What follows belongs to an exercise in optimizing a design on an open flow for small area; a production flow would make more cautious choices. In this exercise RTL edits were held to simulation tests only and were not proved equivalent to the original. Power is estimated from default activity; no workload was simulated.

`flow/run.sh`:
```
#!/bin/bash
# synth_recipe.tcl (not shown) runs the flow's synth.tcl, then flattens the netlist and writes it again
# the make line also repeats each setting of config.mk as NAME=value (left out here)
make -C /OpenROAD-flow-scripts/flow DESIGN_CONFIG=/design/flow/config.mk WORK_HOME=/design/flow/orfs CLKGATE_MAP_FILE= SYNTH_SCRIPT=/design/flow/synth_recipe.tcl finish
```
`flow/config.mk`:
```
export PLATFORM = sky130hd
export DESIGN_NAME = reg_file_2r1w
export DESIGN_NICKNAME = reg_file_2r1w
export VERILOG_FILES = /design/flow/design.v
export SDC_FILE = /design/flow/constraint.sdc
export NUM_CORES = 4
export LEC_CHECK = 0
export CAP_MARGIN = 20
export CORE_MARGIN = 2
export CORE_UTILIZATION = 60
export CTS_BUF_LIST = sky130_fd_sc_hd__clkbuf_4 sky130_fd_sc_hd__clkbuf_8
export SLEW_MARGIN = 20
export SYNTH_HIERARCHICAL = 1
export SYNTH_MINIMUM_KEEP_SIZE = 0
```
`flow/constraint.sdc`:
```
create_clock -name core_clock -period 5.0 [get_ports {CLK}]
set_input_delay 1.0000 -clock core_clock [delete_from_list [all_inputs] [get_ports {CLK}]]
set_output_delay 1.0000 -clock core_clock [all_outputs]
set_load 0.01 [all_outputs]
```
`flow/design.v`:
```
module rf_ao22 (input logic a, b, c, d, output logic y);
  assign y = (a & b) | (c & d);
endmodule
module rf_aoi222 (input logic a, b, c, d, e, f, output logic y);
  assign y = ~((a & b) | (c & d) | (e & f));
endmodule
module rf_nand2 (input logic a, b, output logic y);
  assign y = ~(a & b);
endmodule
module rf_nand4 (input logic a, b, c, d, output logic y);
  assign y = ~(a & b & c & d);
endmodule
module rf_or3 (input logic a, b, c, output logic y);
  assign y = a | b | c;
endmodule
module rf_sel32 (input logic [31:0] v, input logic [31:0] s, output logic y);
  logic [11:0] l;
  logic [2:0]  p;
  for (genvar k = 0; k < 10; k++) begin : gen_aoi
    rf_aoi222 u_aoi (.a(v[3*k]), .b(s[3*k]), .c(v[3*k+1]), .d(s[3*k+1]),
                     .e(v[3*k+2]), .f(s[3*k+2]), .y(l[k]));
  end
  rf_nand2 u_a30 (.a(v[30]), .b(s[30]), .y(l[10]));
  rf_nand2 u_a31 (.a(v[31]), .b(s[31]), .y(l[11]));
  rf_nand4 u_n0 (.a(l[0]), .b(l[1]), .c(l[2]),  .d(l[3]),  .y(p[0]));
  rf_nand4 u_n1 (.a(l[4]), .b(l[5]), .c(l[6]),  .d(l[7]),  .y(p[1]));
  rf_nand4 u_n2 (.a(l[8]), .b(l[9]), .c(l[10]), .d(l[11]), .y(p[2]));
  rf_or3   u_o  (.a(p[0]), .b(p[1]), .c(p[2]), .y(y));
endmodule
module reg_file_2r1w #(
  parameter int DATA_WIDTH = 32,
  parameter int ADDR_WIDTH = 5,
  parameter int ZERO_REG   = 1
) (
  input  logic                  CLK,
  input  logic                  RST,
  input  logic                  READ,
  input  logic                  WRITE,
  input  logic [ADDR_WIDTH-1:0] ADDR_R1,
  input  logic [ADDR_WIDTH-1:0] ADDR_R2,
  input  logic [ADDR_WIDTH-1:0] ADDR_W,
  input  logic [DATA_WIDTH-1:0] DATA_W,
  output logic [DATA_WIDTH-1:0] DATA_R1,
  output logic [DATA_WIDTH-1:0] DATA_R2,
  output logic                  RD_VALID
);
  localparam int DEPTH = 1 << ADDR_WIDTH;
  logic [DATA_WIDTH-1:0] mem_reg  [1:DEPTH-1];
  logic [DATA_WIDTH-1:0] mem_next [1:DEPTH-1];
  logic [DEPTH-1:1]      wsel;       
  logic [DEPTH-1:1]      wr_row;     
  logic [DEPTH-1:1]      hold_row;   
  logic                  rd_en;      
  logic                  rd_hold;    
  assign rd_en   = READ & ~RST;
  assign rd_hold = ~READ & ~RST;
  genvar gi, gb;
  generate
    for (gi = 1; gi < DEPTH; gi++) begin : gen_row
      assign wsel[gi]     = WRITE & (ADDR_W == gi);
      assign wr_row[gi]   = wsel[gi] & ~RST;
      assign hold_row[gi] = ~wsel[gi] & ~RST;
      for (gb = 0; gb < DATA_WIDTH; gb++) begin : gen_bit
        rf_ao22 u_nx (.a(mem_reg[gi][gb]), .b(hold_row[gi]),
                      .c(DATA_W[gb]), .d(wr_row[gi]), .y(mem_next[gi][gb]));
      end
      always_ff @(posedge CLK) begin
        mem_reg[gi] <= mem_next[gi];
      end
    end
  endgenerate
  logic [ADDR_WIDTH-1:0] rd_addr [2];
  logic [DATA_WIDTH-1:0] rd_data [2];
  assign rd_addr[0] = ADDR_R1;
  assign rd_addr[1] = ADDR_R2;
  generate
    for (gi = 0; gi < 2; gi++) begin : gen_rd_port
      logic [31:0]           sel;      
      logic [DATA_WIDTH-1:0] data_r_reg;
      logic [DATA_WIDTH-1:0] data_r_next;
      for (genvar i = 1; i < DEPTH; i++) begin : gen_dec
        assign sel[i-1] = rd_en & (rd_addr[gi] == i);
      end
      assign sel[31] = rd_hold;                   
      for (gb = 0; gb < DATA_WIDTH; gb++) begin : gen_bit
        logic [31:0] v;
        for (genvar i = 1; i < DEPTH; i++) begin : gen_v
          assign v[i-1] = mem_next[i][gb];
        end
        assign v[31] = data_r_reg[gb];
        rf_sel32 u_sel (.v(v), .s(sel), .y(data_r_next[gb]));
      end
      always_ff @(posedge CLK) begin
        data_r_reg <= data_r_next;
      end
      assign rd_data[gi] = data_r_reg;
    end
  endgenerate
  logic rd_valid_reg;
  always_ff @(posedge CLK) begin
    rd_valid_reg <= rd_en;
  end
  assign DATA_R1  = rd_data[0];
  assign DATA_R2  = rd_data[1];
  assign RD_VALID = rd_valid_reg;
endmodule
```
==> summary.txt, run 1 <==
Global routing
  • Initial antenna violation count: 4
  • Final global-route overflow total: 0
  • First-pass GRT wire length: 263400 um
  • Vias in the first global route: between 40000 and 50000
  • Total track usage: 51.99%
  • Largest net degree at the start of global routing: 65

Layout
  • Largest register FFs: between 900 and 1000
  • Layout cells sized above 1: 16.33%
  • Final net count: 3781
  • Finished Layout Cells: 4714
  • Area grow syn2layout: 19.58%

Placed design
  • RD Place Congestion: around 1.0
  • DP Worst Slack: roughly 160 ps
  • Post-DP HPWL: 104500 um
  • I/O Buffers: about 120
  • Placed Instances: between 4000 and 5000

Clock network
  • Number of H-tree levels: 4
  • Hold Buf Count CTS: 0
  • Setup Fix Bufs, Post-CTS: 0
  • Post-cts resize count: 0
  • Clk sinks: between 1000 and 1500
  • Later-pin clock latency in the skew report: between 800 and 900 ps
  • CTS Root Cell: clkbuf_8
  • Clock-pin slew on the worst setup and hold paths: around 60 ps
  • Clock Tree Buf Depth: 3
  • CTS Buf Count: between 150 and 200
  • TritonCTS clock tree: done

Pwr
  • Leak pwr: 17.29 nW
  • IR Drop Worst-Case VDD: approximately 0.37 mV
  • Power density over cell area: around 360 nW/um^2

Floorplan
  • CORE AREA: between 60000 and 70000 um^2
  • Site Rows: 94
  • Chip Width: around 260 um
  • Die area: just under 70000 um^2
  • Die Ht: about 260 um
  • I/O pins: roughly 120
  • Initial Utilization: around 60%

Synthesis
  • Asr flop ratio synth: 0%
  • Sequential share of the synthesized area: about 53%
  • Count of cell types in the netlist: 32
  • Post-Syn Instances: about 3300
  • Synthesized Nets: between 3000 and 4000
  • Avg Cell Area, Syn: 12.00 um^2
  • Post-Syn Area: ~40000 um^2
  • EDFF count, synth: 0
  • Main synth FF type: dfxtp_1
  • Synth Warn #: 14
  • Yosys reg bits: about 1100

Route
  • Detailed router's first-iteration violation count: between 10000 and 15000
  • Routed Antenna Nets: 0
  • # DRC: 0
  • Vias/cell: 8.878
  • WL per Instance: ~39 um
  • Total Wirelength: 184400 um
  • Vias: about 42000
  • Pre-antenna DRT Iters: 17

Worst setup path
  • CP Data Arrival Time: 4930 ps
  • Worst setup SP type: primary input
  • Worst Setup End Kind: flop
  • Worst Path Class, Setup: primary input to flop
  • Crit Path Max Fanout: 32
  • Critical Path RT: ~5700 ps

STA
  • F_max: ~0.24 GHz
  • Crit path time final: 4240 ps
  • Clock skew: approximately 36 ps
  • RSZ-0062 raised after global routing: no
  • Fin worst setup slack: approximately 760 ps
  • Final setup viols: 0
  • Fin. Hold Viols: 0
  • Worst slew margin: around 14%
  • Setup tns final: 0 ps
  • Period utilisation layout: between 80% and 90%
  • Worst slew pin tran: ~1300 ps
  • Pins Over Slew Limit: 0

Flow run
  • MaxCap Viol Count: 0

Min path
  • Hold Path Class: flop to flop

Outcome
  • Status: complete, no violations
==> cell usage after synthesis, drive strengths merged, types with 5 or more instances <==
cell,number,area share (%)
nor3,85,1.1
clkbuf,25,0.24
dfxtp,1057,53
buf,40,0.75
a22o,992,22
nand2b,9,0.14
nand2,132,1.2
a222oi,640,16
or2,6,0.094
or3,64,1.0
nand4,192,3.0
a21oi,27,0.34
nor2,10,0.094
nand3b,5,0.094
==> per-module statistics from Yosys, one instance, submodules excluded, excerpt <==
module | flip-flops and latches | cell area, um^2
reg_file_2r1w | 1057 | 22570
rf_aoi222 | 0 | 10.01
rf_ao22 | 0 | 8.758
rf_nand4 | 0 | 6.256
rf_or3 | 0 | 6.256
rf_nand2 | 0 | 3.754
==> worst max-delay path, stage by stage <==
cell and delay, ps:
clkdlybuf4s50_1 780, nand3b_1 650, buf_4 250, nor3_2 40, buf_4 350, a22o_1 290, a222oi_1 620, nand4_1 460
or3_1 480
==> power by group <==
part / switching (mW) / internal (mW)
logic: 0.669 / 0.195
clock network: 3.51 / 4.20
registers: 0.0204 / 8.48
==> worst paths after layout <==
kind	slack, ps	to	start	depth (start not counted)
worst min-delay path	510	mem_reg[10][29]$_DFF_P_	mem_reg[10][29]$_DFF_P_	1
worst min register to register	510	mem_reg[10][29]$_DFF_P_	mem_reg[10][29]$_DFF_P_	1
worst max-delay path	760	gen_rd_port[0].data_r_reg[19]$_DFF_P_	WRITE	9
worst max register to register	2740	gen_rd_port[0].data_r_reg[19]$_DFF_P_	mem_reg[19][19]$_DFF_P_	4
==> per-layer routing <==
layer,track usage [%],up-vias,part of all wire [%]
li1,-,16090,-
met1,63.88,19800,33
met2,70.55,4835,39
met3,22.82,1130,18
met4,41.19,4,9.4
met5,0.6250,-,0.030
==> per-stage QoR <==
| step | hold WS [ps] | area [um^2] | power, mW | util (%) |
|---|---|---|---|---|
| finish | 511.2 | 47530 | 17.09 | 72.42 |
| global route | 521.5 | 47520 | 17.41 | 72.41 |
| floorplan | 475.1 | 39740 | 8.947 | - |
| global placement | 484.6 | 43950 | 9.451 | 66.97 |
| detailed placement | 489.2 | 43970 | 9.477 | 67.00 |
| CTS | 507.7 | 47420 | 16.95 | 72.25 |
==> layout make-up <==
cell class,count,area (um^2)
clock inverter,28,314.1
fill,4603,18100
multi-input combinational,2190,19060
tap,864,1081
antenna,4,10.01
clock buffer,256,3136
sequential,1057,21160
timing repair buffer,315,2763
==> kinds of logic after synthesis <==
kind of cell / count (synthesis) / share of synthesized area (%)
simple gates: 527 / 7.389
flops: 1057 / 53.24
compound gates: 1663 / 38.38
buf+inv: 65 / 0.9854
==> cells in the final DEF, fill, tap and decap left out, types with 3 or more instances in the layout <==
master and instances:
nor2_4 9, bufinv_16 4, a31oi_4 4, nand2b_1 9, buf_12 4, nor2b_1 4, nand3b_1 5, or3b_1 3
clkbuf_4 62, nor3_2 78, nand2_1 132, buf_16 5, diode_2 4, nand4_1 192, buf_2 9, and4b_1 3
a222oi_1 640, a22o_1 992, dfxtp_1 1057, a21oi_4 27, and4bb_2 4, buf_4 191, clkdlybuf4s50_1 105, inv_6 6
clkinv_2 11, or3_1 64, clkbuf_8 194, clkinv_8 3, or2_2 4, nor3_4 7
==> inputs of run 2 (changes only) <==
==> flow/flow/run.sh (new file) <==
#!/bin/bash
# Layout flow: the standard ORFS flow (standard.sh) with
#  - a leaner clock tree: clkbuf_8 only, sink clusters of at most 16 flops
#    within 60 um, no dummy balancing loads;
#  - the smallest buffer (buf_1) as the port buffer on every input and
#    output (the resizer may still upsize it).
# Every tool's log stays under orfs/logs; this script's own output goes to
# standard_run.log.
set -o pipefail
export CTS_ARGS="-sink_clustering_enable -repair_clock_nets -dont_use_dummy_load -buf_list {sky130_fd_sc_hd__clkbuf_8} -sink_clustering_size 16 -sink_clustering_max_diameter 60"
export BUFFER_PORTS_ARGS="-buffer_cell sky130_fd_sc_hd__buf_1"
bash standard.sh > standard_run.log 2>&1
==> flow/standard.sh (new file) <==
#!/bin/bash
# synth_recipe.tcl (not shown) runs the flow's synth.tcl, then flattens the netlist and writes it again
# the make line also repeats each setting of config.mk as NAME=value (left out here)
make -C /OpenROAD-flow-scripts/flow DESIGN_CONFIG=/design/flow/config.mk WORK_HOME=/design/flow/orfs CLKGATE_MAP_FILE= SYNTH_SCRIPT=/design/flow/synth_recipe.tcl "${@:-finish}"
--- a/flow/config.mk
+++ b/flow/config.mk
@@ -7,7 +7,6 @@
 export LEC_CHECK = 0
-export CAP_MARGIN = 20
+export CAP_MARGIN = 10
 export CORE_MARGIN = 2
-export CORE_UTILIZATION = 60
-export CTS_BUF_LIST = sky130_fd_sc_hd__clkbuf_4 sky130_fd_sc_hd__clkbuf_8
-export SLEW_MARGIN = 20
+export CORE_UTILIZATION = 45
+export SLEW_MARGIN = 10
 export SYNTH_HIERARCHICAL = 1
removed: flow/run.sh
==> summary.txt, run 2 <==
Synthesis
  • Post-synth top area cell: dfxtp_1
  • Synthesized Nets: 3363 (unchanged)
  • Post-Syn Instances: 3312 (unchanged)
  • Area contributors post-synth: dfxtp_1 (53%), a22o_1 (22%), a222oi_1 (16%)
  • Synth Warn #: 14 (unchanged)
  • Area fraction of the dominant cell type after synthesis: 53.24% (unchanged)
  • Top post-synthesis cells by count: dfxtp_1 (1057), a22o_1 (992), a222oi_1 (640)
  • Asr flop ratio synth: 0% (unchanged)
  • Count of cell types in the netlist: 32 (unchanged)
  • Sequential share of the synthesized area: 53.24% (unchanged)
  • Main synth FF type: dfxtp_1
  • Cell with the most instances after synthesis: dfxtp_1
  • Avg Cell Area, Syn: 12.00 um^2 (unchanged)
  • Yosys reg bits: 1057 (unchanged)
  • Post-Syn Area: 39740 um^2 (unchanged)
  • EDFF count, synth: 0 (unchanged)

STA
  • Clock skew: 83.49 ps (+47.06 ps)
  • Fin. Hold Viols: 0 (unchanged)
  • Pins Over Slew Limit: 0 (unchanged)
  • Worst slew pin tran: 1426 ps (+136.9 ps)
  • Setup tns final: 0 ps (unchanged)
  • RSZ-0062 raised after global routing: no
  • Crit path time final: 4027 ps (-213.3 ps)
  • F_max: 0.2483 GHz (+5.3%)
  • Fin worst setup slack: 973.1 ps (+213.3 ps)
  • Worst slew margin: 4.656% (-9.2 points)
  • Final setup viols: 0 (unchanged)
  • Period utilisation layout: 80.54% (-4.3 points)

Clock network
  • Setup Fix Bufs, Post-CTS: 0 (unchanged)
  • CTS Root Cell: clkbuf_8
  • Post-cts resize count: 0 (unchanged)
  • TritonCTS clock tree: done
  • Hold Buf Count CTS: 0 (unchanged)
  • Clock-pin slew on the worst setup and hold paths: 90 ps (+30 ps)
  • Clk sinks: 1057 (unchanged)
  • Later-pin clock latency in the skew report: 760 ps (-80 ps)
  • Number of H-tree levels: 3 (-1)
  • Clock Tree Buf Depth: 3 (unchanged)
  • CTS Buf Count: 87 (-48%)

Layout
  • Finished Core Util: 51.27% (-21 points)
  • Area grow syn2layout: 12.45%
  • Most frequent cells in the layout: dfxtp_1 (1057), a22o_1 (992), a222oi_1 (640), nand4_1 (192), buf_4 (171)
  • Largest register FFs: 992 (unchanged)
  • Finished Layout Cells: 4785 (+1.5%)
  • Layout cells sized above 1: 10.98% (-5.3 points)
  • Final net count: 3678 (-2.7%)
  • Most common cell after layout, fill and taps aside: dfxtp_1

Worst setup path
  • Worst Path Class, Setup: primary input to flop
  • Critical Path RT: 5680 ps (about the same)
  • Reg-to-reg setup timing slack: 2740 ps (about the same)
  • Setup crit start: WRITE
  • Worst Setup End Kind: flop
  • Worst-case reg-to-reg path depth: 4 (unchanged)
  • RR Startpoint: mem_reg[1][24]$_DFF_P_
  • Crit Path Max Fanout: 17 (-47%)
  • Worst setup SP type: primary input
  • CP Data Arrival Time: 4710 ps (-220 ps)

Route
  • Vias: 41450 (-0.97%)
  • Detailed router's first-iteration violation count: 8992 (-21%)
  • # DRC: 0 (unchanged)
  • Vias/cell: 8.661 (-2.4%)
  • Routed Antenna Nets: 0 (unchanged)
  • Pre-antenna DRT Iters: 11 (-6)
  • Total Wirelength: 202900 um (+10%)
  • WL per Instance: 42.40 um (+8.4%)

Global routing
  • Initial antenna violation count: 7 (+3)
  • First-pass GRT wire length: 284900 um (+8.1%)
  • Largest net degree at the start of global routing: 65 (unchanged)
  • Total track usage: 42.77% (-9.2 points)
  • Final global-route overflow total: 0 (unchanged)
  • Vias in the first global route: 40210 (-0.34%)

Floorplan
  • Site Rows: 108 (+15%)
  • CORE AREA: 87160 um^2 (+33%)
  • Chip Width: 301.2 um (+15%)
  • Die area: 90710 um^2 (+33%)
  • I/O pins: 116 (unchanged)
  • Initial Utilization: 45.60% (-15 points)
  • Die Ht: 301.2 um (+15%)

Pwr
  • Net Sw Frac: 25.92% (+1.3 points)
  • IR Drop Worst-Case VDD: 0.2139 mV (-43%)
  • Clock power share: 32.1% (-13 points)
  • Internal power: 10.18 mW (-21%)
  • Final total power: 13.74 mW (-20%)
  • Power density over cell area: 307.4 nW/um^2 (-14%)
  • Leak pwr: 15.63 nW (-9.6%)
  • Gate power share: 6.1% (+1.0 points)
  • Psw: 3.561 mW (-15%)
  • Seq pwr share: 61.8% (+12 points)

Placed design
  • Post-DP HPWL: 111900 um (+7.2%)
  • RD Place Congestion: 0.9853 (-1.7%)
  • Placed Instances: 4693 (+6.2%)
  • DP Worst Slack: 532.5 ps (+368.9 ps)
  • I/O Buffers: 115 (unchanged)

Flow run
  • MaxCap Viol Count: 0 (unchanged)

Min path
  • Hold_sp: mem_reg[10][20]$_DFF_P_
  • Hold path cells: 1 (unchanged)
  • Hold Path Class: flop to flop

Outcome
  • Status: complete, no violations
-- run 2: cell types whose count changed in the layout (fill, tap and decap cells not counted), moves of 9 or more --
cell and delta:
buf_2 -9, clkinv_2 -11, buf_1 +114, clkbuf_4 -61, clkdlybuf4s50_1 -105, clkbuf_8 -107
buf_4 -20
-- run 2: cell families after synthesis --
| family | Yosys count | synth area share (%) |
|---|---|---|
| compound gates | 1663 | 38.38 |
| flops | 1057 | 53.24 |
| simple gates | 527 | 7.389 |
| buf+inv | 65 | 0.9854 |
-- run 2: Yosys stat by module (local to each module, per instance), a selection --
| module | times used | cell area (um^2) |
|---|---|---|
| rf_or3 | 64 | 6.256 |
| rf_nand4 | 192 | 6.256 |
| reg_file_2r1w | 1 | 22570 |
| rf_nand2 | 128 | 3.754 |
| rf_aoi222 | 640 | 10.01 |
| rf_ao22 | 992 | 8.758 |
-- run 2: layout make-up --
class | count | area, um^2
Sequential cell | 1057 | 21160
Timing Repair Buffer | 291 | 1819
Clock buffer | 87 | 1197
Tap cell | 1155 | 1445
Multi-Input combinational cell | 2190 | 19060
Antenna cell | 5 | 12.51
Fill cell | 7677 | 42470
-- run 2: routing by layer --
metal	GRT usage (%)	wire length [um]	part of all wire, %	up-vias
li1	-	-	-	15740
met1	52.23	71180	35	20450
met2	59.53	81380	40	4181
met3	17.19	31380	15	1067
met4	33.48	18860	9.3	10
met5	0.05291	66	0.033	-
-- run 2: power by group through the flow --
stage	Sequential, mW	Clock, mW	Combinational [mW]
6_report	8.49	4.41	0.836
5_1_grt	8.50	4.68	0.826
4_1_cts	8.49	4.38	0.776
3_5_place_dp	8.69	0	0.775
3_3_place_gp	8.69	0	0.753
2_1_floorplan	8.68	0	0.266
-- run 2: worst max-delay path, cell delays in order --
cell and delay (ps):
buf_1 180, buf_4 250, or3b_1 580, nor3_4 1200, buf_4 470, a22o_1 240, a222oi_1 130, nand4_1 430
or3_1 180
-- run 2: final timing paths --
path	endpoint
max reg2reg	gen_rd_port[0].data_r_reg[24]$_DFF_P_
min reg2reg	mem_reg[10][20]$_DFF_P_
max	gen_rd_port[0].data_r_reg[24]$_DFF_P_
min	mem_reg[10][20]$_DFF_P_
-- run 2: metrics by stage --
stage / hold WS, ps / instance area [um^2]
3_3_place_gp: 484.9 / 43480
3_5_place_dp: 492.7 / 43480
4_1_cts: 510.9 / 44680
2_1_floorplan: 475.1 / 39740
5_1_grt: 525.5 / 44680
6_report: 515.3 / 44690

re-timing with driven ports:
The flow's constraints put no driver on any port. The routed layouts listed below were extracted and timed again, unchanged, in two steps. Step 1 assumes that a clkbuf_16 drives the clock port and a buf_2 every other input. Step 2 moves the port delays by t, midway between the first and last clock arrival at a register: inputs arrive t later, outputs are due t later. That takes back most of the time a late clock gives input paths. Three values: ideal, step 1, step 2; two values: the first two.
run | shift t [ns] | setup WS [ns] | worst register clock-pin slew, ns
run 1 | 0.882 | 0.760 / 0.797 / -0.085 | 0.07 / 0.07
run 2 | 0.793 | 0.973 / 0.996 / 0.203 | 0.11 / 0.11
Met with ideal ports but missed after step 2: setup timing in run 1. The setup slack of run 1, which loses most, moves by +0.037 ns with the drivers and by -0.845 ns with both steps.
